This design comes from an exercise in tuning for small area, a short achievable clock period and few clock cycles per item on the open sky130 flow, not from production work. Only simulation tests tie the RTL to the original design; equivalence was not proved. Power is estimated from default activity; no workload was simulated.

## flow/design.v

```verilog
`timescale 1ns / 1ps
package lcpg_pkg;
  localparam int FREQ_W   = 20;
  localparam int DUR_W    = 19;
  localparam int IDX_W    = 16;
  localparam int STEPS_W  = 17;
  localparam int RELOAD_W = 16;
  localparam int FREQ_MIN_HZ     = 4000;
  localparam int FREQ_MAX_HZ     = 500000;
  localparam int DURATION_MIN_US = 100;
  localparam int STEPS_MAX       = 65536;
  localparam int SLOPE_Q_W = $clog2(FREQ_MAX_HZ / DURATION_MIN_US + 1);
  localparam int START_FREQ_RST = 10000;
  localparam int STOP_FREQ_RST  = 200000;
  localparam int DURATION_RST   = 1000;
  localparam int CFG_IDX_W = 2;
  typedef logic [CFG_IDX_W-1:0] cfg_idx_t;
  localparam cfg_idx_t CFG_START_FREQ = 2'd0;
  localparam cfg_idx_t CFG_STOP_FREQ  = 2'd1;
  localparam cfg_idx_t CFG_DURATION   = 2'd2;
  typedef enum logic [2:0] {
    ST_IDLE,
    ST_DIV,
    ST_MUL,
    ST_RLD,
    ST_PUSH
  } state_t;
endpackage
`timescale 1ns / 1ps
module lcpg_div #(
  parameter int W = 21
) (
  input  logic [W-1:0] a,
  input  logic [W-1:0] b,
  output logic [W-1:0] d,
  output logic         ge
);
  localparam int LV = $clog2(W);
  logic [W-1:0] g, p;
  logic [W-1:0] gl [0:LV];
  logic [W-1:0] pl [0:LV];
  assign g = a & ~b;
  assign p = ~(a ^ b);
  assign gl[0] = {g[W-1:1], g[0] | p[0]};
  assign pl[0] = {p[W-1:1], 1'b0};
  genvar l, i;
  generate
    for (l = 0; l < LV; l++) begin : g_lv
      for (i = 0; i < W; i++) begin : g_bit
        if (((i >> l) & 1) == 1) begin : g_op
          localparam int J = ((i >> l) << l) - 1;
          assign gl[l+1][i] = gl[l][i] | (pl[l][i] & gl[l][J]);
          assign pl[l+1][i] = pl[l][i] & pl[l][J];
        end else begin : g_pass
          assign gl[l+1][i] = gl[l][i];
          assign pl[l+1][i] = pl[l][i];
        end
      end
    end
  endgenerate
  assign d  = {p[W-1:1] ^ gl[LV][W-2:0], ~p[0]};
  assign ge = gl[LV][W-1];
endmodule
`timescale 1ns / 1ps
import lcpg_pkg::*;
module lcpg_mul (
  input  logic                        clk,
  input  logic                        rst_n,
  input  logic                        start,
  input  logic [lcpg_pkg::FREQ_W-1:0] mcand,
  input  logic [lcpg_pkg::IDX_W-1:0]  mplier,
  output logic [lcpg_pkg::FREQ_W-1:0] product,
  output logic                        done
);
  localparam int CNT_W = $clog2(IDX_W);
  logic [FREQ_W-1:0] mcand_r;
  logic [FREQ_W-1:0] acc_r, acc_nxt;
  logic [IDX_W-1:0]  mpl_r;
  logic [CNT_W-1:0]  cnt_r;
  logic              busy_r;
  logic              done_r;
  always_comb begin
    acc_nxt = {acc_r[FREQ_W-2:0], 1'b0} + (mpl_r[IDX_W-1] ? mcand_r : '0);
  end
  always_ff @(posedge clk) begin
    if (start) begin
      mcand_r <= mcand;
      mpl_r   <= mplier;
      acc_r   <= '0;
      cnt_r   <= '0;
    end else if (busy_r) begin
      acc_r   <= acc_nxt;
      mpl_r   <= {mpl_r[IDX_W-2:0], 1'b0};
      cnt_r   <= cnt_r + CNT_W'(1);
    end
  end
  always_ff @(posedge clk) begin
    if (!rst_n) begin
      busy_r <= 1'b0;
      done_r <= 1'b0;
    end else begin
      done_r <= busy_r && (cnt_r == CNT_W'(IDX_W - 1));
      if (start) begin
        busy_r <= 1'b1;
      end else if (busy_r && (cnt_r == CNT_W'(IDX_W - 1))) begin
        busy_r <= 1'b0;
      end
    end
  end
  assign product = acc_r;
  assign done    = done_r;
endmodule
`timescale 1ns / 1ps
import lcpg_pkg::*;
module linear_chirp_period_generator #(
  parameter int TIMER_CLOCK_HZ = 168000000,
  parameter int STEP_US        = 10
) (
  input  logic                          clk,
  input  logic                          rst_n,
  input  logic                          cfg_we,
  input  lcpg_pkg::cfg_idx_t            cfg_index,
  input  logic [lcpg_pkg::FREQ_W-1:0]   cfg_data,
  input  logic                          in_valid,
  output logic                          in_stall,
  input  logic                          in_restart,
  output logic                          out_valid,
  input  logic                          out_stall,
  output logic [lcpg_pkg::RELOAD_W-1:0] out_reload_value,
  output logic [lcpg_pkg::RELOAD_W-2:0] out_compare_value,
  output logic [lcpg_pkg::IDX_W-1:0]    out_step_number,
  output logic                          out_last_step
);
  localparam int NQ   = 16;
  localparam int ND   = NQ / 2;
  localparam int CK_W = $clog2(TIMER_CLOCK_HZ + 1);
  localparam logic [CK_W-1:0] CK = CK_W'(TIMER_CLOCK_HZ);
  localparam int F3_W = FREQ_W + 2;
  localparam int SQ   = 14;
  localparam int SU_N = SQ / 2;
  localparam int G_W  = DUR_W;
  localparam int C_LOAD = 1;
  localparam int C_DIV0 = 2;
  localparam int C_HRN  = C_DIV0 + SU_N;
  localparam int C_FIN  = C_HRN + 1;
  localparam int C_F3   = C_FIN + 1;
  localparam logic [FREQ_W-1:0] FMIN = FREQ_W'(FREQ_MIN_HZ);
  localparam logic [FREQ_W-1:0] FMAX = FREQ_W'(FREQ_MAX_HZ);
  function automatic int rem_w(input int i);
    rem_w = FREQ_W;
    for (int b = FREQ_W; b >= 1; b--) begin
      if ((TIMER_CLOCK_HZ >> i) < (1 << b)) rem_w = b;
    end
  endfunction
  logic [FREQ_W-1:0] start_freq_r;
  logic [FREQ_W-1:0] stop_freq_r;
  logic [DUR_W-1:0]  duration_r;
  logic              su_busy_r;
  logic [4:0]        su_cnt_r;
  logic [IDX_W-1:0]  i_r;            
  logic [FREQ_W-1:0] x_r;            
  logic [F3_W-1:0]   x3_r;           
  logic [G_W+1:0]    d3_r;           
  logic [FREQ_W-1:0] lo_r;           
  logic [FREQ_W-1:0] hi_r;           
  logic [FREQ_W-1:0] f_r;            
  logic [F3_W-1:0]   f3_r;           
  logic [F3_W-1:0]   lo3_r;          
  logic [IDX_W-1:0]  delta_r;        
  logic [IDX_W+1:0]  delta3_r;       
  logic [FREQ_W-1:0] acc_r;          
  logic [G_W-1:0]    sr_r;           
  logic [G_W-1:0]    g_r;            
  logic              z_r;            
  logic              w_r;            
  logic [1:0]        pq_cnt_r;
  logic              pq0_r, pq1_r;   
  logic              o_v_r, k_v_r;
  logic [NQ-1:0]     o_q_r, k_q_r;
  logic              o_l_r, k_l_r;
  logic              k_z_r;
  logic [IDX_W-1:0]  step_r;         
  logic              consume;
  logic              in_accept;
  logic              ring_r;
  logic              recirc;
  logic              ex_write, o_free, ok_full;
  logic [IDX_W-1:0]  step_inc;
  logic [IDX_W-1:0]  cur_i;
  logic              s_gt_p;
  logic [FREQ_W-1:0] s_lo, p_lo, s_hi, p_hi;
  logic [FREQ_W-1:0] lo_c, hi_c, diff_c;
  logic [FREQ_W:0]   df_t;
  logic [DUR_W-1:0]  dur_c;
  always_comb begin
    s_gt_p = start_freq_r > stop_freq_r;
    s_lo   = (start_freq_r <= FMIN) ? FMIN : start_freq_r;
    p_lo   = (stop_freq_r  <= FMIN) ? FMIN : stop_freq_r;
    s_hi   = (start_freq_r >= FMAX) ? FMAX : start_freq_r;
    p_hi   = (stop_freq_r  >= FMAX) ? FMAX : stop_freq_r;
    lo_c   = s_gt_p ? p_lo : s_lo;
    hi_c   = s_gt_p ? s_hi : p_hi;
    df_t   = {1'b0, hi_r} - {1'b0, lo_r};
    diff_c = df_t[FREQ_W] ? '0 : df_t[FREQ_W-1:0];
    dur_c  = (duration_r <= DUR_W'(DURATION_MIN_US)) ? DUR_W'(DURATION_MIN_US)
                                                     : duration_r;
  end
  always_ff @(posedge clk) begin
    if (!rst_n) begin
      start_freq_r <= FREQ_W'(START_FREQ_RST);
      stop_freq_r  <= FREQ_W'(STOP_FREQ_RST);
      duration_r   <= DUR_W'(DURATION_RST);
    end else begin
      if (cfg_we && (cfg_index == CFG_START_FREQ)) start_freq_r <= cfg_data;
      if (cfg_we && (cfg_index == CFG_STOP_FREQ))  stop_freq_r  <= cfg_data;
      duration_r <= (cfg_we && (cfg_index == CFG_DURATION)) ? cfg_data[DUR_W-1:0] : dur_c;
    end
  end
  always_ff @(posedge clk) begin
    lo_r  <= lo_c;
    lo3_r <= F3_W'(lo_r) * F3_W'(3);
    hi_r  <= hi_c;
    i_r  <= cur_i;
    x_r  <= FREQ_W'(i_r) * FREQ_W'(STEP_US);
    x3_r <= F3_W'(x_r) * F3_W'(3);
    d3_r <= (G_W+2)'(duration_r) * (G_W+2)'(3);
  end
  assign step_inc = step_r + IDX_W'(1);
  assign cur_i    = z_r ? '0 : step_inc;
  logic [G_W+2:0]    sd_t;
  logic [G_W+2:0]    sd_d1, sd_d2, sd_d3;
  logic              sd_ge1, sd_ge2, sd_ge3, sd_ge3_raw;
  logic [G_W-1:0]    sd_rn;
  logic [1:0]        sd_q;
  logic [FREQ_W-1:0] hz_a0, hz_a1, hz_a2, hz_a3, hz_acc;
  logic [G_W+1:0]    g_fin;
  assign sd_t = {1'b0, sr_r, delta_r[SQ-1:SQ-2]};
  lcpg_div #(.W(G_W + 3)) u_sd1 (.a(sd_t), .b((G_W+3)'(duration_r)),         .d(sd_d1), .ge(sd_ge1));
  lcpg_div #(.W(G_W + 3)) u_sd2 (.a(sd_t), .b((G_W+3)'({duration_r, 1'b0})), .d(sd_d2), .ge(sd_ge2));
  lcpg_div #(.W(G_W + 3)) u_sd3 (.a(sd_t), .b((G_W+3)'(d3_r)),               .d(sd_d3), .ge(sd_ge3_raw));
  assign sd_ge3 = sd_ge3_raw && (su_cnt_r != 5'(C_DIV0));
  always_comb begin
    sd_rn = sd_ge3 ? sd_d3[G_W-1:0] : sd_ge2 ? sd_d2[G_W-1:0] :
            sd_ge1 ? sd_d1[G_W-1:0] : sd_t[G_W-1:0];
    sd_q  = {sd_ge2, sd_ge3 | (sd_ge1 & ~sd_ge2)};
    hz_a0  = {acc_r[FREQ_W-3:0], 2'b00};
    hz_a1  = hz_a0 + x_r;
    hz_a2  = hz_a0 + {x_r[FREQ_W-2:0], 1'b0};
    hz_a3  = hz_a0 + FREQ_W'(x3_r);
    hz_acc = ({FREQ_W{delta_r[1:0] == 2'd0}} & hz_a0) |
             ({FREQ_W{delta_r[1:0] == 2'd1}} & hz_a1) |
             ({FREQ_W{delta_r[1:0] == 2'd2}} & hz_a2) |
             ({FREQ_W{delta_r[1:0] == 2'd3}} & hz_a3);
    g_fin  = (G_W+2)'(duration_r) - (G_W+2)'(x_r);
  end
  always_ff @(posedge clk) begin
    if (!rst_n) begin
      su_busy_r <= 1'b1;
      su_cnt_r  <= '0;
    end else if (cfg_we) begin
      su_busy_r <= 1'b1;
      su_cnt_r  <= (cfg_index == CFG_DURATION) ? 5'(C_LOAD) : 5'd0;
    end else if (su_busy_r) begin
      su_cnt_r <= su_cnt_r + 5'd1;
      if (su_cnt_r == 5'(C_F3)) su_busy_r <= 1'b0;
    end
  end
  always_ff @(posedge clk) begin
    if (su_busy_r) begin
      if (su_cnt_r == 5'(C_LOAD)) begin
        sr_r    <= G_W'(diff_c >> SQ);
        delta_r <= IDX_W'(diff_c[SQ-1:0]);
      end else if (su_cnt_r == 5'(C_HRN)) begin
        acc_r   <= hz_acc;
        delta_r <= IDX_W'(delta_r[SQ-1:0]) * IDX_W'(STEP_US);
      end else if ((su_cnt_r >= 5'(C_DIV0)) && (su_cnt_r < 5'(C_HRN))) begin
        sr_r    <= sd_rn;
        delta_r <= {delta_r[IDX_W-3:0], sd_q};
        acc_r   <= (su_cnt_r == 5'(C_DIV0)) ? '0 : hz_acc;
      end
    end
  end
  logic              zero_b, last_b;
  logic [FREQ_W-1:0] f_b;
  logic [F3_W-1:0]   f3_b;
  logic [FREQ_W-1:0] f_nx;
  logic [F3_W-1:0]   f3_nx;
  logic [G_W-1:0]    g_nx;
  logic [FREQ_W-1:0] f_nx0, f_nx1;
  logic [F3_W-1:0]   f3_nx0, f3_nx1;
  logic [G_W-1:0]    g_nx0, g_nx1;
  always_comb begin
    zero_b = pq0_r || z_r || w_r;
    f_b    = zero_b ? lo_r : f_r;
    f3_b   = zero_b ? lo3_r : f3_r;
    last_b = !zero_b && (g_r < G_W'(2 * STEP_US));
    f_nx0  = f_r + FREQ_W'(delta_r);
    f_nx1  = lo_r + FREQ_W'(delta_r);
    f3_nx0 = f3_r + F3_W'(delta3_r);
    f3_nx1 = lo3_r + F3_W'(delta3_r);
    g_nx0  = g_r - G_W'(STEP_US);
    g_nx1  = duration_r - G_W'(STEP_US);
    f_nx   = ({FREQ_W{!zero_b}} & f_nx0)  | ({FREQ_W{zero_b}} & f_nx1);
    f3_nx  = ({F3_W{!zero_b}}   & f3_nx0) | ({F3_W{zero_b}}   & f3_nx1);
    g_nx   = ({G_W{!zero_b}}    & g_nx0)  | ({G_W{zero_b}}    & g_nx1);
  end
  always_ff @(posedge clk) begin
    if (!rst_n) begin
      z_r <= 1'b1;
      w_r <= 1'b0;
    end else if (su_busy_r) begin
      if (su_cnt_r == 5'(C_FIN)) begin
        w_r <= g_fin[G_W+1];
      end else if (su_cnt_r == 5'(C_F3)) begin
        w_r <= w_r || (g_r < G_W'(STEP_US));
      end
    end else if (consume) begin
      z_r <= last_b;
      w_r <= 1'b0;
    end
  end
  always_ff @(posedge clk) begin
    if (su_busy_r) begin
      if (su_cnt_r == 5'(C_FIN)) begin
        f_r      <= lo_r + acc_r;
        delta3_r <= (IDX_W+2)'(delta_r) + (IDX_W+2)'({delta_r, 1'b0});
        g_r      <= g_fin[G_W-1:0];
      end else if (su_cnt_r == 5'(C_F3)) begin
        f3_r     <= F3_W'(f_r) + F3_W'({f_r, 1'b0});
      end
    end else if (consume) begin
      f_r  <= f_nx;
      f3_r <= f3_nx;
      g_r  <= g_nx;
    end
  end
  assign in_stall  = pq_cnt_r[1];
  assign in_accept = in_valid && !pq_cnt_r[1];
  assign consume   = (pq_cnt_r != 2'd0) && !su_busy_r && !recirc && !ring_r;
  always_ff @(posedge clk) begin
    if (!rst_n) begin
      pq_cnt_r <= 2'd0;
    end else begin
      pq_cnt_r <= pq_cnt_r + 2'(in_accept) - 2'(consume);
    end
  end
  always_ff @(posedge clk) begin
    if (consume) begin
      pq0_r <= (pq_cnt_r == 2'd2) ? pq1_r : in_restart;
    end else if (in_accept && (pq_cnt_r == 2'd0)) begin
      pq0_r <= in_restart;
    end
    if (in_accept) begin
      pq1_r <= in_restart;
    end
  end
  logic [FREQ_W-1:0] dv_r  [0:ND];
  logic [FREQ_W-1:0] dv_f  [0:ND];
  logic [F3_W-1:0]   dv_f3 [0:ND];
  logic [NQ-1:0]     dv_q  [0:ND];
  logic              dv_v  [0:ND];
  logic              dv_z  [0:ND];
  logic              dv_l  [0:ND];
  logic              dv_h  [0:ND];
  assign dv_r[0]  = FREQ_W'(TIMER_CLOCK_HZ >> NQ);
  assign dv_q[0]  = '0;
  assign dv_f[0]  = recirc ? dv_f[ND] : f_b;
  assign dv_f3[0] = recirc ? dv_f3[ND] : f3_b;
  assign dv_v[0]  = recirc || consume;
  assign dv_z[0]  = recirc ? dv_z[ND] : zero_b;
  assign dv_l[0]  = recirc ? dv_l[ND] : last_b;
  assign dv_h[0]  = recirc && (!ring_r || dv_h[ND]);
  genvar k;
  generate
    for (k = 0; k < ND; k++) begin : g_stage
      localparam int BI = NQ - 1 - 2 * k;
      localparam int RW = rem_w(BI - 1);
      logic [F3_W-1:0]   t;
      logic [F3_W-1:0]   d1, d2, d3;
      logic              ge1, ge2, ge3;
      logic [FREQ_W-1:0] rn;
      logic [NQ-1:0]     qn;
      assign t = {dv_r[k], CK[BI], CK[BI-1]};
      lcpg_div #(.W(F3_W)) u_s1 (.a(t), .b(F3_W'(dv_f[k])),         .d(d1), .ge(ge1));
      lcpg_div #(.W(F3_W)) u_s2 (.a(t), .b(F3_W'({dv_f[k], 1'b0})), .d(d2), .ge(ge2));
      if (k == 0) begin : g_d3
        assign d3  = '0;
        assign ge3 = 1'b0;
      end else begin : g_d3
        lcpg_div #(.W(F3_W)) u_s3 (.a(t), .b(dv_f3[k]), .d(d3), .ge(ge3));
      end
      always_comb begin
        rn = FREQ_W'(RW'(ge3 ? d3 : ge2 ? d2 : ge1 ? d1 : t));
        qn = {dv_q[k][NQ-3:0], ge2, ge3 | (ge1 & ~ge2)};
      end
      if (k < ND - 1) begin : g_reg
        logic [FREQ_W-1:0] r_q;
        logic [FREQ_W-1:0] f_q;
        logic [F3_W-1:0]   f3_q;
        logic [NQ-1:0]     q_q;
        logic              v_q, z_q, l_q, h_q;
        always_ff @(posedge clk) begin
          if (!rst_n) begin
            v_q <= 1'b0;
          end else begin
            v_q <= dv_v[k];
          end
        end
        always_ff @(posedge clk) begin
          r_q  <= rn;
          f_q  <= dv_f[k];
          f3_q <= dv_f3[k];
          q_q  <= qn;
          z_q  <= dv_z[k];
          l_q  <= dv_l[k];
          h_q  <= dv_h[k];
        end
        assign dv_r[k+1]  = r_q;
        assign dv_f[k+1]  = f_q;
        assign dv_f3[k+1] = f3_q;
        assign dv_q[k+1]  = q_q;
        assign dv_v[k+1]  = v_q;
        assign dv_z[k+1]  = z_q;
        assign dv_l[k+1]  = l_q;
        assign dv_h[k+1]  = h_q;
      end else begin : g_wire
        assign dv_r[k+1]  = rn;
        assign dv_f[k+1]  = dv_f[k];
        assign dv_f3[k+1] = dv_f3[k];
        assign dv_q[k+1]  = qn;
        assign dv_v[k+1]  = dv_v[k];
        assign dv_z[k+1]  = dv_z[k];
        assign dv_l[k+1]  = dv_l[k];
        assign dv_h[k+1]  = dv_h[k];
      end
    end
  endgenerate
  assign ok_full  = o_v_r && k_v_r;
  assign recirc   = dv_v[ND] && (ok_full || (ring_r && !dv_h[ND]));
  assign ex_write = dv_v[ND] && !recirc;
  always_ff @(posedge clk) begin
    if (!rst_n) begin
      ring_r <= 1'b0;
    end else if (ring_r) begin
      if (dv_v[ND] && dv_h[ND] && !ok_full) ring_r <= 1'b0;
    end else begin
      ring_r <= recirc;
    end
  end
  logic              o_load;
  logic              k_load;
  logic              src_z;
  assign o_free = !o_v_r || !out_stall;
  assign o_load = o_free && (k_v_r || ex_write);
  assign k_load = ex_write && !(o_free && !k_v_r);
  assign src_z  = k_v_r ? k_z_r : dv_z[ND];
  always_ff @(posedge clk) begin
    if (!rst_n) begin
      o_v_r <= 1'b0;
      k_v_r <= 1'b0;
    end else if (o_free) begin
      o_v_r <= k_v_r || ex_write;
      k_v_r <= k_v_r && ex_write;
    end else begin
      k_v_r <= k_v_r || ex_write;
    end
  end
  always_ff @(posedge clk) begin
    if (o_load) begin
      o_q_r  <= k_v_r ? k_q_r : dv_q[ND];
      o_l_r  <= k_v_r ? k_l_r : dv_l[ND];
      step_r <= src_z ? '0 : step_inc;
    end
    if (k_load) begin
      k_q_r <= dv_q[ND];
      k_l_r <= dv_l[ND];
      k_z_r <= dv_z[ND];
    end
  end
  assign out_valid         = o_v_r;
  assign out_reload_value  = o_q_r;
  assign out_compare_value = o_q_r[NQ-1:1];
  assign out_step_number   = step_r;
  assign out_last_step     = o_l_r;
endmodule
```

## flow/run.sh

```bash
#!/bin/bash
# synth_recipe.tcl (not shown) runs the flow's synth.tcl, then flattens the netlist and writes it again
# the make line also repeats each setting of config.mk as NAME=value (left out here)
make -C /OpenROAD-flow-scripts/flow DESIGN_CONFIG=/design/flow/config.mk WORK_HOME=/design/flow/orfs CLKGATE_MAP_FILE= SYNTH_SCRIPT=/design/flow/synth_recipe.tcl finish
```

## flow/config.mk

```make
export PLATFORM = sky130hd
export DESIGN_NAME = linear_chirp_period_generator
export DESIGN_NICKNAME = linear_chirp_period_generator
export VERILOG_FILES = /design/flow/design.v
export SDC_FILE = /design/flow/constraint.sdc
export NUM_CORES = 4
export LEC_CHECK = 0
export CAP_MARGIN = 20
export CORE_MARGIN = 2
export CORE_UTILIZATION = 40
export SETUP_SLACK_MARGIN = 3.8
export SLEW_MARGIN = 20
```

## flow/constraint.sdc

```tcl
create_clock -name core_clock -period 7.0 [get_ports {clk}]
set_input_delay 1.4000 -clock core_clock [delete_from_list [all_inputs] [get_ports {clk}]]
set_output_delay 1.4000 -clock core_clock [all_outputs]
set_load 0.01 [all_outputs]
```

==> results of run 1 <==
[sequential cells by signal (all words and copies together), names as in the netlist, 20 cells and up]
register and flops:
start_freq_r 20, stop_freq_r 20, f3_r 22, dv_q 56, hi_r 20, f_r 20
dv_r 48, g_stage.g_reg.f_q 140, g_stage.g_reg.r_q 80, d3_r 21, lo_r 20, g_stage.g_reg.f3_q 154
lo3_r 22
[synthesized netlist by cell type, types with 25 or more instances]
cell	count
a21boi_0	53
mux2i_1	50
o21a_1	94
a21oi_1	440
nor4_1	29
o31ai_1	25
fa_1	95
edfxtp_1	185
nand2b_1	80
and2_1	37
or3_1	47
nor3_1	122
o21bai_1	39
a22o_1	31
o211ai_1	80
mux2_2	37
inv_1	556
a22oi_1	54
nand2_1	463
nor2_1	430
ha_1	827
xor2_1	202
nand4_1	37
dfxtp_1	715
nand3_1	97
a21o_1	193
and3_1	33
clkbuf_1	134
a211oi_1	92
xnor2_1	330
a31oi_1	74
o21ai_0	344
nor2b_1	93
[worst max-delay path: cells and delay by family (launching register included)]
family	cells	cell delay (ns)
buffers and inverters	4	0.54
flip-flops	1	0.36
adder cells (fa/ha/maj)	1	0.15
AND/OR/NAND/NOR	3	0.43
AO/OA/AOI/OAI	8	1.96
[through the flow]
step	hold slack, ns	std cells
floorplan	0.310	6483
global placement	0.310	8359
detailed placement	0.312	8359
CTS	0.323	8811
global route	0.329	8967
finish	0.325	8967
[worst min-delay path by stage]
| stage | end | depth (start not counted) |
|---|---|---|
| after floorplan | dv_q[2][2] | 0 |
| after global placement | g_stage[1].g_reg.z_q | 0 |
| after detailed placement | dv_q[5][6] | 0 |
| after CTS | g_stage[5].g_reg.z_q | 0 |
| after global routing | g_stage[6].g_reg.h_q | 0 |
| final | g_stage[6].g_reg.l_q | 0 |
[routing by layer]
metal	vias up	part of all wire (%)	GRT usage, %	wire (um)
li1	24169	-	-	-
met1	24133	43	30.3	81500
met2	1459	47	39.8	89200
met3	442	4.5	2.56	8630
met4	0	6.1	12.6	11800
met5	-	0	0	0
[final cells by class]
| cell class | count | area share (%) |
|---|---|---|
| clock buffer | 137 | 3.85 |
| clock inverter | 48 | 0.772 |
| inverter | 559 | 2.95 |
| multi-input combinational | 4874 | 55.1 |
| sequential | 900 | 27.2 |
| tap | 1930 | 3.27 |
| timing repair buffer | 517 | 6.82 |
| timing repair inverter | 2 | 0.0135 |
[what timing repair did]
action | in CTS | in global routing
pin swaps | 228 | 313
buffers inserted | 236 | 144
resized for setup | 586 | 466
setup endpoints to repair | 269 | 252
cloned | 31 | 12
[report_power, final]
| part | leakage, nW | total (W) | internal [W] | switching (W) |
|---|---|---|---|---|
| sequential | 7.64 | 0.00782 | 0.00644 | 0.00137 |
| combinational | 22.3 | 0.0169 | 0.00794 | 0.00900 |
| clock | 1.66 | 0.00546 | 0.00311 | 0.00235 |
| total | 31.6 | 0.0302 | 0.0175 | 0.0127 |
[logic make-up after synthesis]
group	Yosys count	share of synthesized area (%)
multiplexers	87	1.54
AND/OR/NAND/NOR	1531	12.0
XOR/XNOR	532	7.84
AO/OA/AOI/OAI	1783	19.8
flip-flops	900	33.4
other	1	0.00631
adder cells (fa/ha/maj)	922	20.6
buffers and inverters	727	4.72
==> flow_summary_export.csv, run 1 <==
group,metric,value,unit
status,status,"finished with violations",
status,violations,"capacitance limit, slew limit",
die,coreArea,148000,um2
clocking,clockBufferDepth,3,
critical_path,rr_endpoint,"g_stage[6].g_reg.r_q[9]",
clocking,cts_tree,"done",
logic_synthesis,synth_warnings,20,
route,wl,191000,um
critical_path,r2r_cells,16,
logic_synthesis,synthCells,6483,
placement,portBuffers,77,
sta,hold_violations,0,
placement,gp_congestion,0.912,
critical_path,crit_slowest_cell,"dfxtp_2",
layout,design_area,73900,um2
clocking,hold_buffers,0,
critical_path,path_max_fanout,8,
sta,slew_violations,5,
critical_path,ff2ff_setup_slack,3.44,ns
layout,filler_cell_count,13328,
clocking,clock_latency,0.75,ns
clocking,clockRootBuffer,"clkbuf_16",
critical_path,endpoint,"g_stage[6].g_reg.r_q[9]",
die,fp-row-count,141,
logic_synthesis,ys_seq_elements,900,
die,die_h,389,um
layout,multi_input_area,40700,um2
route,vias,50203,
sta,tns,0,ns
sta,slew_headroom,-13.8,%
sta,post-route-period-util,50.9,%
logic_synthesis,synth_edf_count,185,
global_routing,grt_overflow_total,0,
layout,syn_to_final_growth,24.4,%
layout,final_cell_mix,"ha_1, dfxtp_1, inv_1",
critical_path,worstPathRequired,7.64,ns
logic_synthesis,netlist_area,59400,um2
placement,place_area,62500,um2
global_routing,grt_pass1_vias,49302,
critical_path,slowest_delay,0.36,ns
sta,max_freq,281,MHz
route,first_iter_violations,3670,
layout,regArea,20100,um2
global_routing,grtUsageTotal,23.8,%
critical_path,worst_ep_arrival_time,4.21,ns
critical_path,cp-startpoint,"g_stage[5].g_reg.f3_q[4]",
layout,final_common_cell,"ha_1",
die,io_pins,78,
sta,min_period,3.56,ns
global_routing,grt_max_degree,76,
layout,diodes,0,
die,die_w,389,um
sta,rsz0062_at_grt,"yes",
route,drc,0,
logic_synthesis,synth_top_area_cell,"dfxtp_1",
route,viasPerCell,5.60,
critical_path,crit_path_start_kind,"register",
global_routing,grt_pass1_wl,283000,um
hold_path,min_path_type,"register to register",
placement,hpwl,135000,um
critical_path,path_cells,"inv_2, ha_4, or3_1, a221o_1, a311oi_2, a21oi_2, a21o_1, a41o_1, o41ai_4, nor2_4, o41ai_4, buf_6, buf_12, buf_4, nor2_4, a311oi_2",
sta,finClkSkew,0.0438,ns
logic_synthesis,synth_nets,7433,
logic_synthesis,synthDistinctLibCells,89,
pwr,p_per_area,409,nW/um2
route,ant_nets,0,
hold_path,hold_start,"g_stage[5].g_reg.l_q",
layout,nets,7903,
critical_path,reg2reg_from,"g_stage[5].g_reg.f3_q[4]",
critical_path,endpoint_kind,"register",
layout,final_util,50.0,%
logic_synthesis,async_flop_share,0,%
logic_synthesis,synthTopCellsByArea,"dfxtp_1, ha_1, edfxtp_1, xnor2_1, a21oi_1",
clocking,cts_sinks,900,
pwr,ir_worst_vdd,0.268,mV
logic_synthesis,synth_ff_type,"dfxtp_1",
critical_path,path_class,"register to register",
clocking,htree_levels,3,
sta,final.setup.worst_slack,3.44,ns
sta,tightest_slew,1.69,ns
placement,place_ws,2.36,ns
layout,drive_gt1_share,19.6,%
clocking,path_clk_slew,0.07,ns
global_routing,antenna_found_initial,0,
clocking,numCtsBuffers,99,
die,start_util,40.2,%
route,wl_per_cell,21.3,um
logic_synthesis,ys_seq_area_share,33.4,%
route,drt_pre_antenna_iters,6,
pwr,power.leakage,31.6,nW
logic_synthesis,synth.avg_cell_area,9.17,um2
pwr,fin_total_pwr,0.0302,W
sta,setup_violations,0,
run,maxCapViolCount,1,
die,dieArea,152000,um2
logic_synthesis,yosysTopAreaCellShare,24.1,%
Testbench counts, summed over its fixed seeds: cycles 4,096, items 2,688.
==> run 2, diff against run 1 <==
--- a/flow/design.v
+++ b/flow/design.v
@@ -240,8 +240,10 @@
   lcpg_div #(.W(G_W + 3)) u_sd3 (.a(sd_t), .b((G_W+3)'(d3_r)),               .d(sd_d3), .ge(sd_ge3_raw));
   assign sd_ge3 = sd_ge3_raw && (su_cnt_r != 5'(C_DIV0));
   always_comb begin
-    sd_rn = sd_ge3 ? sd_d3[G_W-1:0] : sd_ge2 ? sd_d2[G_W-1:0] :
-            sd_ge1 ? sd_d1[G_W-1:0] : sd_t[G_W-1:0];
+    sd_rn = ({G_W{!sd_ge1}}          & sd_t[G_W-1:0])  |
+            ({G_W{sd_ge1 & !sd_ge2}} & sd_d1[G_W-1:0]) |
+            ({G_W{sd_ge2 & !sd_ge3}} & sd_d2[G_W-1:0]) |
+            ({G_W{sd_ge3}}           & sd_d3[G_W-1:0]);
     sd_q  = {sd_ge2, sd_ge3 | (sd_ge1 & ~sd_ge2)};
     hz_a0  = {acc_r[FREQ_W-3:0], 2'b00};
     hz_a1  = hz_a0 + x_r;
@@ -390,7 +392,10 @@
         lcpg_div #(.W(F3_W)) u_s3 (.a(t), .b(dv_f3[k]), .d(d3), .ge(ge3));
       end
       always_comb begin
-        rn = FREQ_W'(RW'(ge3 ? d3 : ge2 ? d2 : ge1 ? d1 : t));
+        rn = FREQ_W'(RW'(({F3_W{!ge1}}        & t)  |
+                         ({F3_W{ge1 & !ge2}}  & d1) |
+                         ({F3_W{ge2 & !ge3}}  & d2) |
+                         ({F3_W{ge3}}         & d3)));
         qn = {dv_q[k][NQ-3:0], ge2, ge3 | (ge1 & ~ge2)};
       end
       if (k < ND - 1) begin : g_reg
--- a/flow/config.mk
+++ b/flow/config.mk
@@ -8,5 +8,5 @@
 export CAP_MARGIN = 20
 export CORE_MARGIN = 2
 export CORE_UTILIZATION = 40
-export SETUP_SLACK_MARGIN = 3.8
+export SETUP_SLACK_MARGIN = 3.9
 export SLEW_MARGIN = 20
==> flow_summary_export.csv, run 2 <==
group,metric,value,unit
status,status,"finished clean",
logic_synthesis,synthXorXnorAreaFrac,7.76,%
logic_synthesis,ys_seq_elements,900,
logic_synthesis,synth_edf_count,185,
critical_path,path_max_fanout,4,
sta,slew_violations,0,
pwr,swShare,41.2,%
critical_path,worst_ep_arrival_time,4.16,ns
route,drt_pre_antenna_iters,9,
die,start_util,40.1,%
logic_synthesis,synth_common_cells,"ha_1, dfxtp_1, inv_1",
critical_path,r2r_cells,15,
die,io_pins,78,
route,drc,0,
logic_synthesis,yosysMostFrequentCell,"ha_1",
clocking,clockBufferDepth,3,
logic_synthesis,synth_compound_area_share,19.5,%
layout,final_util,50.3,%
clocking,path_clk_slew,0.07,ns
sta,rsz0062_at_grt,"yes",
critical_path,endpoint_kind,"register",
die,coreArea,149000,um2
sta,setup_violations,0,
critical_path,path_class,"register to register",
sta,slew_headroom,30.4,%
clocking,hold_buffers,0,
layout,largest_reg_flops,154,
critical_path,ff2ff_setup_slack,3.33,ns
sta,min_period,3.67,ns
layout,multi_input_area,40800,um2
clocking,numCtsBuffers,100,
pwr,comb_power_share,55.1,%
sta,hold_violations,0,
sta,max_freq,272,MHz
placement,place_ws,2.64,ns
critical_path,worstPathRequired,7.48,ns
layout,syn_to_final_growth,25.2,%
route,ant_nets,0,
logic_synthesis,synth.avg_cell_area,9.20,um2
hold_path,min_path_type,"register to register",
die,fp-row-count,142,
layout,largestRegisters,"g_stage.g_reg.f3_q: 154 flops, g_stage.g_reg.f_q: 140 flops, g_stage.g_reg.r_q: 80 flops",
route,first_iter_violations,4072,
clocking,cts_sinks,900,
die,die_h,391,um
sta,post-route-period-util,52.5,%
logic_synthesis,ys_seq_area_share,33.1,%
logic_synthesis,synthCells,6516,
layout,nets,7996,
run,maxCapViolCount,0,
clocking,clockRootBuffer,"clkbuf_16",
logic_synthesis,synth_nets,7466,
logic_synthesis,synthDistinctLibCells,123,
global_routing,grt_max_degree,76,
placement,dp_cells,8483,
hold_path,hold_start,"g_stage[0].g_reg.f3_q[4]",
logic_synthesis,netlist_area,60000,um2
route,vias,51195,
pwr,intPower,0.0182,W
logic_synthesis,synth_ff_type,"dfxtp_1",
hold_path,hold_path_end,"g_stage[1].g_reg.f3_q[4]",
logic_synthesis,synthAdderAreaFrac,20.4,%
layout,final_cells,9153,
die,die_w,391,um
logic_synthesis,synth-simple-area-share,13.4,%
global_routing,grt_pass1_vias,50342,
route,wl,194000,um
critical_path,reg2reg_from,"delta_r[12]",
layout,regArea,20100,um2
global_routing,grt_pass1_wl,287000,um
layout,final_common_cell,"ha_1",
clocking,clock_latency,0.75,ns
layout,drive_gt1_share,20.5,%
layout,filler_cell_count,13501,
pwr,power.leakage,32.0,nW
logic_synthesis,synth_top_family_by_area,"adder cells",
logic_synthesis,async_flop_share,0,%
layout,top_register,"g_stage.g_reg.f3_q",
sta,finClkSkew,0.0352,ns
pwr,power_frac_seq,25.2,%
pwr,power.share.clock,19.7,%
placement,gp_congestion,0.952,
global_routing,antenna_found_initial,8,
clocking,htree_levels,3,
critical_path,crit_path_start_kind,"register",
logic_synthesis,synthTopCellsByArea,"dfxtp_1, ha_1, edfxtp_1, xnor2_1, inv_1",
pwr,fin_total_pwr,0.0310,W
logic_synthesis,yosysTopAreaCellShare,23.9,%
layout,final_cell_mix,"ha_1, dfxtp_1, inv_1",
placement,hpwl,140000,um
logic_synthesis,synth.mux.area_fraction,0.970,%
global_routing,grtUsageTotal,24.1,%
pwr,switching_power,0.0128,W
sta,tightest_slew,1.04,ns
logic_synthesis,synth_top_area_cell,"dfxtp_1",
logic_synthesis,synth_warnings,20,
placement,portBuffers,77,
die,dieArea,153000,um2
sta,tns,0,ns
pwr,ir_worst_vdd,0.223,mV
global_routing,grt_overflow_total,0,
pwr,p_per_area,413,nW/um2
sta,final.setup.worst_slack,3.33,ns
critical_path,rr_endpoint,"sr_r[0]",
hold_path,hold_depth,0,
clocking,cts_tree,"done",
route,wl_per_cell,21.2,um
route,viasPerCell,5.59,
-- run 2: cell count changes after synthesis, sizes merged, moves of 26 or more --
cell | previous run | this run
mux2i | 50 | 24
a211oi | 92 | 63
a222oi | 8 | 56
a21oi | 440 | 412
clkbuf | 134 | 97
buf | 34 | 72
nand2 | 463 | 491
o21ai | 353 | 312
nand3 | 97 | 156
-- run 2: cell type report --
type / count / share of cell area (%)
Inverter: 556 / 2.90
Antenna cell: 3 / 0.0100
Sequential cell: 900 / 26.8
Clock inverter: 59 / 1.29
Timing Repair Buffer: 587 / 7.53
Timing Repair inverter: 1 / 0.0267
Clock buffer: 131 / 3.80
Tap cell: 2016 / 3.36
Multi-Input combinational cell: 4900 / 54.3
-- run 2: routing by layer --
layer | global-route usage, % | vias up | share of wire, %
li1 | - | 24507 | -
met1 | 29.6 | 24559 | 41
met2 | 41.2 | 1624 | 48
met3 | 3.14 | 505 | 5.3
met4 | 12.1 | 0 | 5.7
met5 | 0 | - | 0
-- run 2: timing repair --
item,4_1_cts,5_1_grt
setup endpoints to repair,291,273
pin swaps,241,324
resized for setup,586,515
gates cloned,21,8
buffers inserted,271,177
-- run 2: worst max-delay path, cell delays in order (launching register included) --
cell and delay, ns:
edfxtp_1 0.42, inv_2 0.13, ha_4 0.14, inv_2 0.03
fa_2 0.35, a211oi_2 0.19, o21bai_1 0.13, o311a_1 0.35
o211ai_2 0.27, o22ai_4 0.10, a221o_2 0.46, buf_6 0.14
a31oi_4 0.20, buf_12 0.16, o32ai_2 0.07, a211o_1 0.27
-- run 2: per-stage QoR --
step,instance area (um2),hold WS (ns)
6_report,75100,0.323
3_5_place_dp,62900,0.312
4_1_cts,71400,0.325
3_3_place_gp,62900,0.310
5_1_grt,75100,0.331
2_1_floorplan,60100,0.310
-- run 2: worst max path at each step --
stage / slack [ns] / cells after the start / endpoint / startpoint
5_1_grt: 3.22 / 14 / sr_r[6] / delta_r[12]
3_3_place_gp: 2.68 / 15 / sr_r[5] / delta_r[12]
6_report: 3.33 / 15 / sr_r[0] / delta_r[12]
2_1_floorplan: 3.50 / 14 / sr_r[17] / delta_r[12]
3_5_place_dp: 2.64 / 15 / sr_r[5] / delta_r[12]
4_1_cts: 3.33 / 16 / sr_r[5] / delta_r[12]
-- run 2: power by group through the flow --
stage               Clock [W]  Combinational [W]  Sequential [W]
floorplan                   0            0.00987         0.00715
global placement            0             0.0123         0.00789
detailed placement          0             0.0125         0.00788
global route          0.00640             0.0185         0.00790
CTS                   0.00620             0.0149         0.00779
finish                0.00610             0.0171         0.00783
-- run 2: kinds of logic after synthesis --
logic type,Yosys count
AO/OA/AOI/OAI,1712
AND/OR/NAND/NOR,1671
adder cells (fa/ha/maj),922
flip-flops,900
buffers and inverters,725
XOR/XNOR,531
multiplexers,54
other,1
Testbench counts of run 2, summed over its fixed seeds: cycles 4,096, items 2,688.
==> run 3, diff against run 2 <==
--- a/flow/config.mk
+++ b/flow/config.mk
@@ -5,8 +5,8 @@
 export SDC_FILE = /design/flow/constraint.sdc
 export NUM_CORES = 4
 export LEC_CHECK = 0
-export CAP_MARGIN = 20
+export CAP_MARGIN = 30
 export CORE_MARGIN = 2
 export CORE_UTILIZATION = 40
-export SETUP_SLACK_MARGIN = 3.9
-export SLEW_MARGIN = 20
+export SETUP_SLACK_MARGIN = 3.6
+export SLEW_MARGIN = 30
==> flow_summary_export.csv, run 3 <==
group,metric,value,unit
global_routing,grt_overflow_total,0,
pwr,fin_total_pwr,0.0277,W
logic_synthesis,synthAdderAreaFrac,20.4,%
logic_synthesis,synthDistinctLibCells,123,
logic_synthesis,ys_seq_area_share,33.1,%
sta,finClkSkew,0.0412,ns
layout,nets,7706,
placement,hpwl,140000,um
placement,portBuffers,77,
layout,final_common_cell,"ha_1",
hold_path,hold_depth,0,
pwr,swShare,41.7,%
hold_path,hold_start,"dv_q[3][1]",
global_routing,grt_max_degree,109,
route,drc,0,
layout,multi_input_area,38600,um2
global_routing,grt_pass1_vias,49028,
clocking,clockBufferDepth,3,
logic_synthesis,synth_common_cells,"ha_1, dfxtp_1, inv_1",
logic_synthesis,synth_top_family_by_area,"adder cells",
die,start_util,40.1,%
die,die_h,391,um
logic_synthesis,yosysMostFrequentCell,"ha_1",
status,status,"finished clean",
layout,filler_cell_count,14065,
hold_path,min_path_type,"register to register",
pwr,power_frac_seq,28.2,%
clocking,clock_latency,0.74,ns
critical_path,slowest_delay,0.41,ns
clocking,htree_levels,3,
die,io_pins,78,
layout,final_cell_mix,"ha_1, dfxtp_1, inv_1",
sta,final.setup.worst_slack,3.38,ns
placement,gp_congestion,0.955,
logic_synthesis,synth.mux.area_fraction,0.970,%
clocking,numCtsBuffers,100,
route,ant_nets,0,
critical_path,path_delay_family,"compound AO/OA/AOI/OAI gates",
die,coreArea,149000,um2
critical_path,rr_endpoint,"sr_r[0]",
clocking,cts_tree,"done",
logic_synthesis,synthCells,6516,
global_routing,antenna_found_initial,4,
logic_synthesis,async_flop_share,0,%
pwr,ir_worst_vdd,0.220,mV
sta,min_period,3.62,ns
sta,setup_violations,0,
sta,tightest_slew,0.913,ns
critical_path,endpoint_kind,"register",
clocking,cts_sinks,900,
pwr,intPower,0.0162,W
logic_synthesis,synth_top_area_cell,"dfxtp_1",
logic_synthesis,synthXorXnorAreaFrac,7.76,%
critical_path,r2r_cells,16,
critical_path,worst_ep_arrival_time,4.10,ns
route,wl_per_cell,20.5,um
layout,syn_to_final_growth,16.0,%
critical_path,crit_slowest_cell,"edfxtp_1",
die,die_w,391,um
critical_path,worstPathRequired,7.48,ns
route,vias,49456,
layout,top_register,"g_stage.g_reg.f3_q",
sta,slew_violations,0,
clocking,clockRootBuffer,"clkbuf_16",
critical_path,path_max_fanout,6,
pwr,comb_power_share,51.8,%
sta,slew_headroom,39.1,%
critical_path,path_class,"register to register",
sta,max_freq,276,MHz
placement,place_ws,2.79,ns
logic_synthesis,synth_edf_count,185,
layout,regArea,20000,um2
critical_path,path_buf_inv,5,
logic_synthesis,synth_nets,7466,
logic_synthesis,synth_ff_type,"dfxtp_1",
route,drt_pre_antenna_iters,6,
run,maxCapViolCount,0,
pwr,p_per_area,398,nW/um2
hold_path,hold_path_end,"dv_q[4][3]",
critical_path,reg2reg_from,"delta_r[12]",
die,dieArea,153000,um2
layout,largest_reg_flops,154,
logic_synthesis,synth_warnings,20,
route,viasPerCell,5.58,
sta,hold_violations,0,
layout,drive_gt1_share,11.4,%
critical_path,ff2ff_setup_slack,3.38,ns
critical_path,crit_path_start_kind,"register",
pwr,power.share.clock,20.0,%
sta,post-route-period-util,51.7,%
logic_synthesis,synth.avg_cell_area,9.20,um2
pwr,power.leakage,29.8,nW
logic_synthesis,netlist_area,60000,um2
global_routing,grtUsageTotal,23.2,%
global_routing,grt_pass1_wl,279000,um
pwr,switching_power,0.0116,W
route,first_iter_violations,3403,
logic_synthesis,synth_compound_area_share,19.5,%
logic_synthesis,yosysTopAreaCellShare,23.9,%
layout,largestRegisters,"g_stage.g_reg.f3_q: 154 flops, g_stage.g_reg.f_q: 140 flops, g_stage.g_reg.r_q: 80 flops",
logic_synthesis,synth-simple-area-share,13.4,%
die,fp-row-count,142,
sta,rsz0062_at_grt,"yes",
clocking,hold_buffers,0,
route,wl,182000,um
logic_synthesis,synthTopCellsByArea,"dfxtp_1, ha_1, edfxtp_1, xnor2_1, inv_1",
clocking,path_clk_slew,0.06,ns
logic_synthesis,ys_seq_elements,900,
critical_path,path_cells,"inv_2, ha_4, inv_2, fa_2, a211oi_2, o21bai_1, o311a_1, o211ai_4, o22ai_4, a221o_1, buf_6, buf_6, a31oi_4, buf_12, o32ai_2, a211o_1",
sta,tns,0,ns
## run 3: cell counts after synthesis
Identical to the previous run, type by type.
## run 3: worst reg2reg max path: stages (launching register included)
cell      delay, ns
edfxtp_1       0.41
inv_2          0.10
ha_4           0.12
inv_2          0.03
fa_2           0.36
a211oi_2       0.19
o21bai_1       0.11
o311a_1        0.38
o211ai_4       0.25
o22ai_4        0.10
a221o_1        0.37
buf_6          0.15
buf_6          0.11
a31oi_4        0.18
buf_12         0.16
o32ai_2        0.08
a211o_1        0.26
## run 3: area by class of cell
type                    instances  area share, %
diodes                          1        0.00360
clock buffers                 133           4.25
clock inverters                55          0.804
inverters                     556           3.06
multi-input cells            4895           55.5
flip-flops and latches        900           28.7
well taps                    2016           3.63
repair buffers                303           4.11
## run 3: per-stage QoR
stage	util [%]	instances	cell area [um2]	hold WS, ns
2_1_floorplan	-	6516	60000	0.310
3_3_place_gp	42.1	8483	62900	0.310
3_5_place_dp	42.1	8484	62900	0.312
4_1_cts	45.5	8773	67900	0.318
5_1_grt	46.6	8859	69600	0.329
6_report	46.6	8859	69600	0.318
## run 3: what timing repair did
item / in CTS / in global routing
gates cloned: 5 / 7
gates resized for setup: 181 / 227
pin swaps: 45 / 119
buffers inserted: 96 / 78
hold endpoints to repair: 0 / 0
setup endpoints to repair: 183 / 176
## run 3: worst max path at each step
stage / startpoint / to / slack [ns] / cells after the start
after floorplan: delta_r[12] / sr_r[17] / 3.50 / 14
after global placement: dv_r[3][0] / g_stage[3].g_reg.r_q[2] / 2.90 / 13
after detailed placement: dv_r[3][0] / g_stage[3].g_reg.r_q[15] / 2.79 / 13
after CTS: delta_r[12] / sr_r[17] / 3.40 / 15
after global routing: delta_r[12] / sr_r[2] / 3.20 / 18
final: delta_r[12] / sr_r[0] / 3.38 / 16
## run 3: cells by family (layout without fill, tap and decap cells)
| kind of cell | count (synthesis) | after routing |
|---|---|---|
| xor gates and xnor gates | 531 | 531 |
| DFF | 900 | 900 |
| AOI/OAI and AO/OA | 1712 | 1714 |
| buffers and inverters | 725 | 1047 |
| muxes | 54 | 54 |
| adders and majority gates | 922 | 922 |
| and+or+nand+nor | 1671 | 1673 |
| other | 1 | 2 |
## run 3: per-layer routing
layer	vias to the layer above	part of all wire, %	wire [um]	global-route usage [%]
li1	23906	-	-	-
met1	23731	43	78500	29.1
met2	1389	47	85000	39.3
met3	428	4.4	8090	2.85
met4	2	5.7	10300	11.6
met5	-	0.0071	13	0
## run 3: power by group through the flow
stage / clock network, W / registers (W) / logic (W)
after floorplan: 0 / 0.00715 / 0.00986
after global placement: 0 / 0.00793 / 0.0123
after detailed placement: 0 / 0.00791 / 0.0125
after CTS: 0.00564 / 0.00781 / 0.0134
after global routing: 0.00585 / 0.00790 / 0.0159
final: 0.00554 / 0.00782 / 0.0144
==> run 4, diff against run 3 <==
--- a/flow/design.v
+++ b/flow/design.v
@@ -143,7 +143,6 @@
   localparam int C_DIV0 = 2;
   localparam int C_HRN  = C_DIV0 + SU_N;
   localparam int C_FIN  = C_HRN + 1;
-  localparam int C_F3   = C_FIN + 1;
   localparam logic [FREQ_W-1:0] FMIN = FREQ_W'(FREQ_MIN_HZ);
   localparam logic [FREQ_W-1:0] FMAX = FREQ_W'(FREQ_MAX_HZ);
   function automatic int rem_w(input int i);
@@ -164,12 +163,7 @@
   logic [FREQ_W-1:0] lo_r;           
   logic [FREQ_W-1:0] hi_r;           
   logic [FREQ_W-1:0] f_r;            
-  logic [F3_W-1:0]   f3_r;           
-  logic [F3_W-1:0]   lo3_r;          
   logic [IDX_W-1:0]  delta_r;        
-  logic [IDX_W+1:0]  delta3_r;       
-  logic [FREQ_W-1:0] acc_r;          
-  logic [G_W-1:0]    sr_r;           
   logic [G_W-1:0]    g_r;            
   logic              z_r;            
   logic              w_r;            
@@ -217,9 +211,8 @@
     end
   end
   always_ff @(posedge clk) begin
-    lo_r  <= lo_c;
-    lo3_r <= F3_W'(lo_r) * F3_W'(3);
-    hi_r  <= hi_c;
+    lo_r <= lo_c;
+    hi_r <= hi_c;
     i_r  <= cur_i;
     x_r  <= FREQ_W'(i_r) * FREQ_W'(STEP_US);
     x3_r <= F3_W'(x_r) * F3_W'(3);
@@ -232,12 +225,12 @@
   logic              sd_ge1, sd_ge2, sd_ge3, sd_ge3_raw;
   logic [G_W-1:0]    sd_rn;
   logic [1:0]        sd_q;
-  logic [FREQ_W-1:0] hz_a0, hz_a1, hz_a2, hz_a3, hz_acc;
+  logic [FREQ_W-1:0] hz_add, hz_acc;
   logic [G_W+1:0]    g_fin;
-  assign sd_t = {1'b0, sr_r, delta_r[SQ-1:SQ-2]};
-  lcpg_div #(.W(G_W + 3)) u_sd1 (.a(sd_t), .b((G_W+3)'(duration_r)),         .d(sd_d1), .ge(sd_ge1));
+  assign sd_t = {1'b0, g_r, delta_r[SQ-1:SQ-2]};
+  lcpg_div #(.W(G_W + 3)) u_sd1 (.a(sd_t), .b((G_W+3)'(duration_r)),       .d(sd_d1), .ge(sd_ge1));
   lcpg_div #(.W(G_W + 3)) u_sd2 (.a(sd_t), .b((G_W+3)'({duration_r, 1'b0})), .d(sd_d2), .ge(sd_ge2));
-  lcpg_div #(.W(G_W + 3)) u_sd3 (.a(sd_t), .b((G_W+3)'(d3_r)),               .d(sd_d3), .ge(sd_ge3_raw));
+  lcpg_div #(.W(G_W + 3)) u_sd3 (.a(sd_t), .b((G_W+3)'(d3_r)),             .d(sd_d3), .ge(sd_ge3_raw));
   assign sd_ge3 = sd_ge3_raw && (su_cnt_r != 5'(C_DIV0));
   always_comb begin
     sd_rn = ({G_W{!sd_ge1}}          & sd_t[G_W-1:0])  |
@@ -245,14 +238,13 @@
             ({G_W{sd_ge2 & !sd_ge3}} & sd_d2[G_W-1:0]) |
             ({G_W{sd_ge3}}           & sd_d3[G_W-1:0]);
     sd_q  = {sd_ge2, sd_ge3 | (sd_ge1 & ~sd_ge2)};
-    hz_a0  = {acc_r[FREQ_W-3:0], 2'b00};
-    hz_a1  = hz_a0 + x_r;
-    hz_a2  = hz_a0 + {x_r[FREQ_W-2:0], 1'b0};
-    hz_a3  = hz_a0 + FREQ_W'(x3_r);
-    hz_acc = ({FREQ_W{delta_r[1:0] == 2'd0}} & hz_a0) |
-             ({FREQ_W{delta_r[1:0] == 2'd1}} & hz_a1) |
-             ({FREQ_W{delta_r[1:0] == 2'd2}} & hz_a2) |
-             ({FREQ_W{delta_r[1:0] == 2'd3}} & hz_a3);
+    case (delta_r[1:0])
+      2'd1:    hz_add = x_r;
+      2'd2:    hz_add = {x_r[FREQ_W-2:0], 1'b0};
+      2'd3:    hz_add = FREQ_W'(x3_r);
+      default: hz_add = '0;
+    endcase
+    hz_acc = {f_r[FREQ_W-3:0], 2'b00} + hz_add;
     g_fin  = (G_W+2)'(duration_r) - (G_W+2)'(x_r);
   end
   always_ff @(posedge clk) begin
@@ -264,47 +256,17 @@
       su_cnt_r  <= (cfg_index == CFG_DURATION) ? 5'(C_LOAD) : 5'd0;
     end else if (su_busy_r) begin
       su_cnt_r <= su_cnt_r + 5'd1;
-      if (su_cnt_r == 5'(C_F3)) su_busy_r <= 1'b0;
-    end
-  end
-  always_ff @(posedge clk) begin
-    if (su_busy_r) begin
-      if (su_cnt_r == 5'(C_LOAD)) begin
-        sr_r    <= G_W'(diff_c >> SQ);
-        delta_r <= IDX_W'(diff_c[SQ-1:0]);
-      end else if (su_cnt_r == 5'(C_HRN)) begin
-        acc_r   <= hz_acc;
-        delta_r <= IDX_W'(delta_r[SQ-1:0]) * IDX_W'(STEP_US);
-      end else if ((su_cnt_r >= 5'(C_DIV0)) && (su_cnt_r < 5'(C_HRN))) begin
-        sr_r    <= sd_rn;
-        delta_r <= {delta_r[IDX_W-3:0], sd_q};
-        acc_r   <= (su_cnt_r == 5'(C_DIV0)) ? '0 : hz_acc;
-      end
+      if (su_cnt_r == 5'(C_FIN)) su_busy_r <= 1'b0;
     end
   end
   logic              zero_b, last_b;
   logic [FREQ_W-1:0] f_b;
-  logic [F3_W-1:0]   f3_b;
-  logic [FREQ_W-1:0] f_nx;
-  logic [F3_W-1:0]   f3_nx;
-  logic [G_W-1:0]    g_nx;
-  logic [FREQ_W-1:0] f_nx0, f_nx1;
-  logic [F3_W-1:0]   f3_nx0, f3_nx1;
-  logic [G_W-1:0]    g_nx0, g_nx1;
+  logic [G_W-1:0]    g_b;
   always_comb begin
     zero_b = pq0_r || z_r || w_r;
     f_b    = zero_b ? lo_r : f_r;
-    f3_b   = zero_b ? lo3_r : f3_r;
-    last_b = !zero_b && (g_r < G_W'(2 * STEP_US));
-    f_nx0  = f_r + FREQ_W'(delta_r);
-    f_nx1  = lo_r + FREQ_W'(delta_r);
-    f3_nx0 = f3_r + F3_W'(delta3_r);
-    f3_nx1 = lo3_r + F3_W'(delta3_r);
-    g_nx0  = g_r - G_W'(STEP_US);
-    g_nx1  = duration_r - G_W'(STEP_US);
-    f_nx   = ({FREQ_W{!zero_b}} & f_nx0)  | ({FREQ_W{zero_b}} & f_nx1);
-    f3_nx  = ({F3_W{!zero_b}}   & f3_nx0) | ({F3_W{zero_b}}   & f3_nx1);
-    g_nx   = ({G_W{!zero_b}}    & g_nx0)  | ({G_W{zero_b}}    & g_nx1);
+    g_b    = zero_b ? duration_r : g_r;
+    last_b = (g_b < G_W'(2 * STEP_US));
   end
   always_ff @(posedge clk) begin
     if (!rst_n) begin
@@ -312,9 +274,7 @@
       w_r <= 1'b0;
     end else if (su_busy_r) begin
       if (su_cnt_r == 5'(C_FIN)) begin
-        w_r <= g_fin[G_W+1];
-      end else if (su_cnt_r == 5'(C_F3)) begin
-        w_r <= w_r || (g_r < G_W'(STEP_US));
+        w_r <= g_fin[G_W+1] || (g_fin < (G_W+2)'(STEP_US));
       end
     end else if (consume) begin
       z_r <= last_b;
@@ -323,17 +283,24 @@
   end
   always_ff @(posedge clk) begin
     if (su_busy_r) begin
-      if (su_cnt_r == 5'(C_FIN)) begin
-        f_r      <= lo_r + acc_r;
-        delta3_r <= (IDX_W+2)'(delta_r) + (IDX_W+2)'({delta_r, 1'b0});
-        g_r      <= g_fin[G_W-1:0];
-      end else if (su_cnt_r == 5'(C_F3)) begin
-        f3_r     <= F3_W'(f_r) + F3_W'({f_r, 1'b0});
+      if (su_cnt_r == 5'(C_LOAD)) begin
+        g_r     <= G_W'(diff_c >> SQ);
+        delta_r <= IDX_W'(diff_c[SQ-1:0]);
+        f_r     <= '0;
+      end else if (su_cnt_r == 5'(C_HRN)) begin
+        f_r     <= hz_acc;
+        delta_r <= IDX_W'(delta_r[SQ-1:0]) * IDX_W'(STEP_US);
+      end else if (su_cnt_r == 5'(C_FIN)) begin
+        f_r     <= lo_r + f_r;
+        g_r     <= g_fin[G_W-1:0];
+      end else if (su_cnt_r != 5'd0) begin
+        g_r     <= sd_rn;
+        delta_r <= {delta_r[IDX_W-3:0], sd_q};
+        f_r     <= (su_cnt_r == 5'(C_DIV0)) ? '0 : hz_acc;
       end
     end else if (consume) begin
-      f_r  <= f_nx;
-      f3_r <= f3_nx;
-      g_r  <= g_nx;
+      f_r <= f_b + FREQ_W'(delta_r);
+      g_r <= g_b - G_W'(STEP_US);
     end
   end
   assign in_stall  = pq_cnt_r[1];
@@ -367,7 +334,7 @@
   assign dv_r[0]  = FREQ_W'(TIMER_CLOCK_HZ >> NQ);
   assign dv_q[0]  = '0;
   assign dv_f[0]  = recirc ? dv_f[ND] : f_b;
-  assign dv_f3[0] = recirc ? dv_f3[ND] : f3_b;
+  assign dv_f3[0] = '1;              
   assign dv_v[0]  = recirc || consume;
   assign dv_z[0]  = recirc ? dv_z[ND] : zero_b;
   assign dv_l[0]  = recirc ? dv_l[ND] : last_b;
@@ -414,7 +381,7 @@
         always_ff @(posedge clk) begin
           r_q  <= rn;
           f_q  <= dv_f[k];
-          f3_q <= dv_f3[k];
+          f3_q <= (k == 0) ? (F3_W'(dv_f[k]) + F3_W'({dv_f[k], 1'b0})) : dv_f3[k];
           q_q  <= qn;
           z_q  <= dv_z[k];
           l_q  <= dv_l[k];
--- a/flow/config.mk
+++ b/flow/config.mk
@@ -5,8 +5,8 @@
 export SDC_FILE = /design/flow/constraint.sdc
 export NUM_CORES = 4
 export LEC_CHECK = 0
-export CAP_MARGIN = 30
+export CAP_MARGIN = 20
 export CORE_MARGIN = 2
 export CORE_UTILIZATION = 40
-export SETUP_SLACK_MARGIN = 3.6
-export SLEW_MARGIN = 30
+export SETUP_SLACK_MARGIN = 3.4
+export SLEW_MARGIN = 20
==> flow_summary_export.csv, run 4 <==
group,metric,value,unit
critical_path,crit_path_start_kind,"register",
logic_synthesis,yosysMostFrequentCell,"ha_1",
critical_path,path_max_fanout,3,
layout,largest_reg_flops,154,
global_routing,antenna_found_initial,4,
hold_path,min_path_type,"register to register",
logic_synthesis,ys_seq_elements,794,
route,ant_nets,0,
logic_synthesis,synth-simple-area-share,12.4,%
global_routing,grt_max_degree,77,
layout,nets,6653,
route,wl_per_cell,19.6,um
clocking,htree_levels,3,
layout,final_common_cell,"ha_1",
route,vias,41316,
placement,hpwl,114000,um
layout,syn_to_final_growth,16.8,%
die,die_h,362,um
logic_synthesis,synth_top_area_cell,"dfxtp_1",
layout,filler_cell_count,11971,
critical_path,path_class,"register to register",
logic_synthesis,synth.mux.area_fraction,1.76,%
logic_synthesis,synth_warnings,20,
sta,post-route-period-util,54.6,%
sta,rsz0062_at_grt,"yes",
global_routing,grtUsageTotal,22.0,%
die,io_pins,78,
critical_path,worstPathRequired,7.62,ns
logic_synthesis,synth_nets,6414,
layout,diodes,0,
critical_path,path_cells,"or3_4, mux2i_4, mux2_4, buf_6, inv_4, fa_2, nor2b_1, o21a_1, o21ai_2, a2111oi_4, o31ai_2, o21bai_1, a21o_1, nand3_2, a311oi_2, xor2_1",
layout,drive_gt1_share,11.3,%
placement,portBuffers,77,
logic_synthesis,async_flop_share,0,%
die,coreArea,127000,um2
sta,tightest_slew,1.14,ns
logic_synthesis,synth_top_family_by_area,"adder cells",
logic_synthesis,synth_common_cells,"ha_1, dfxtp_1, inv_1",
die,fp-row-count,131,
clocking,cts_tree,"done",
sta,slew_headroom,23.6,%
die,start_util,40.2,%
clocking,clockBufferDepth,3,
status,status,"finished clean",
layout,largestRegisters,"g_stage.g_reg.f3_q: 154 flops, g_stage.g_reg.f_q: 133 flops, g_stage.g_reg.r_q: 80 flops",
logic_synthesis,synth.avg_cell_area,9.16,um2
logic_synthesis,ys_seq_area_share,33.2,%
clocking,cts_sinks,794,
clocking,clockRootBuffer,"clkbuf_16",
logic_synthesis,synthXorXnorAreaFrac,7.34,%
clocking,numCtsBuffers,86,
sta,max_freq,262,MHz
layout,design_area,59800,um2
placement,place_area,53900,um2
route,first_iter_violations,2841,
global_routing,grt_pass1_vias,39431,
critical_path,crit_slowest_cell,"or3_4",
critical_path,path_delay_family,"compound AO/OA/AOI/OAI gates",
logic_synthesis,synth_ff_type,"dfxtp_1",
route,wl,148000,um
logic_synthesis,yosysTopAreaCellShare,26.8,%
critical_path,endpoint_kind,"register",
clocking,hold_buffers,0,
logic_synthesis,synthCells,5586,
critical_path,worst_ep_arrival_time,4.44,ns
placement,gp_congestion,0.915,
die,dieArea,131000,um2
sta,hold_violations,0,
sta,min_period,3.82,ns
sta,tns,0,ns
critical_path,path_buf_inv,2,
sta,finClkSkew,0.0487,ns
sta,setup_violations,0,
pwr,power.leakage,25.7,nW
route,drc,0,
route,viasPerCell,5.47,
die,die_w,362,um
logic_synthesis,synthAdderAreaFrac,20.8,%
run,maxCapViolCount,0,
logic_synthesis,synthDistinctLibCells,94,
clocking,clock_latency,0.72,ns
global_routing,grt_overflow_total,0,
global_routing,grt_pass1_wl,227000,um
logic_synthesis,synth_compound_area_share,19.4,%
logic_synthesis,synth_edf_count,108,
sta,slew_violations,0,
logic_synthesis,netlist_area,51200,um2
pwr,p_per_area,426,nW/um2
layout,final_cell_mix,"ha_1, dfxtp_1, inv_1",
route,drt_pre_antenna_iters,5,
critical_path,slowest_delay,0.46,ns
clocking,path_clk_slew,0.06,ns
pwr,ir_worst_vdd,0.208,mV
logic_synthesis,synthTopCellsByArea,"dfxtp_1, ha_1, edfxtp_1, xnor2_1, inv_1",
layout,top_register,"g_stage.g_reg.f3_q",
==> run 4: per-stage QoR <==
stage                     hold WS (ns)  utilization [%]  cells  total power, W  worst slack (ns)
after floorplan                  0.310                -   5586          0.0160              3.24
after global placement           0.310             42.3   7227          0.0190              1.99
after detailed placement         0.312             42.4   7228          0.0192              2.03
after CTS                        0.320             45.9   7483          0.0249              3.23
after global routing             0.327             47.0   7557          0.0274              3.00
final                            0.324             47.0   7557          0.0255              3.18
==> run 4: area by class of cell <==
| cell class | count | area (um2) | area share, % |
|---|---|---|---|
| clock inverters | 42 | 612 | 1.02 |
| inverters | 527 | 2010 | 3.36 |
| clock buffers | 116 | 2490 | 4.16 |
| multi-input cells | 4127 | 33000 | 55.1 |
| well taps | 1662 | 2080 | 3.48 |
| flip-flops and latches | 794 | 17000 | 28.5 |
| repair inverters | 4 | 27.5 | 0.0460 |
| repair buffers | 285 | 2600 | 4.34 |
==> run 4: kinds of logic after synthesis <==
family | Yosys count
adder cells (fa/ha/maj) | 800
XOR/XNOR | 429
AND/OR/NAND/NOR | 1323
buffers and inverters | 666
multiplexers | 85
AO/OA/AOI/OAI | 1488
flip-flops | 794
other | 1
==> run 4: final timing paths <==
path                                            from                   endpoint  slack (ns)  depth (start not counted)
worst max-delay path                           pq0_r  g_stage[0].g_reg.f3_q[19]        3.18                         16
worst min register to register  g_stage[4].g_reg.h_q       g_stage[5].g_reg.h_q        0.32                          0
worst max register to register                 pq0_r  g_stage[0].g_reg.f3_q[19]        3.18                         16
worst min-delay path            g_stage[4].g_reg.h_q       g_stage[5].g_reg.h_q        0.32                          0
==> run 4: power by group <==
group          total [W]  internal [W]  switching (W)
Combinational     0.0136       0.00625        0.00739
Sequential       0.00694       0.00572        0.00122
Clock            0.00493       0.00293        0.00200
Total             0.0255        0.0149         0.0106
==> run 4: what timing repair did <==
action / 4_1_cts / 5_1_grt
pin swaps: 52 / 93
endpoints found under the hold margin: 0 / 0
cloned: 9 / 4
resized for setup: 173 / 190
endpoints found under the setup margin: 211 / 169
buffers inserted: 88 / 69
==> run 4: metal layers <==
| layer | up-vias | track usage, % | wire (um) |
|---|---|---|---|
| li1 | 20390 | - | - |
| met1 | 19775 | 30.6 | 69800 |
| met2 | 927 | 35.0 | 66100 |
| met3 | 224 | 2.80 | 7270 |
| met4 | 0 | 7.63 | 4740 |
| met5 | - | 0 | 0 |
Testbench counts of run 4, summed over its fixed seeds: cycles 4,032, items 2,688.

static timing again, ports no longer ideal:
No port has a modelled driver above. Below, the same layouts with a new extraction and two added sets of constraints.
Step 1: set_driving_cell puts a clkbuf_16 on clk and a buf_2 on each other input, an assumption about the parent block.
Step 2 times the ports against the registers' clock, not the clock port: input delays grow and output delays shrink by t, the midpoint of the rising clock arrivals with the driver on.
Slacks: ideal ports / drivers / drivers and shift; pairs: ideal ports / drivers.
run | t, ns | slack for setup (ns) | worst setup path at the end | cell pins on the clock port's net
run 1 | 0.802 | 3.436 / 3.436 / 3.436 | register to register | 1
run 2 | 0.818 | 3.326 / 3.326 / 3.293 | input to register | 1
run 3 | 0.805 | 3.378 / 3.378 / 3.378 | register to register | 1
run 4 | 0.770 | 3.177 / 3.177 / 3.177 | register to register | 1
The setup slack of run 2, which loses most, moves by 0.000 ns with the drivers and by -0.033 ns with both steps.
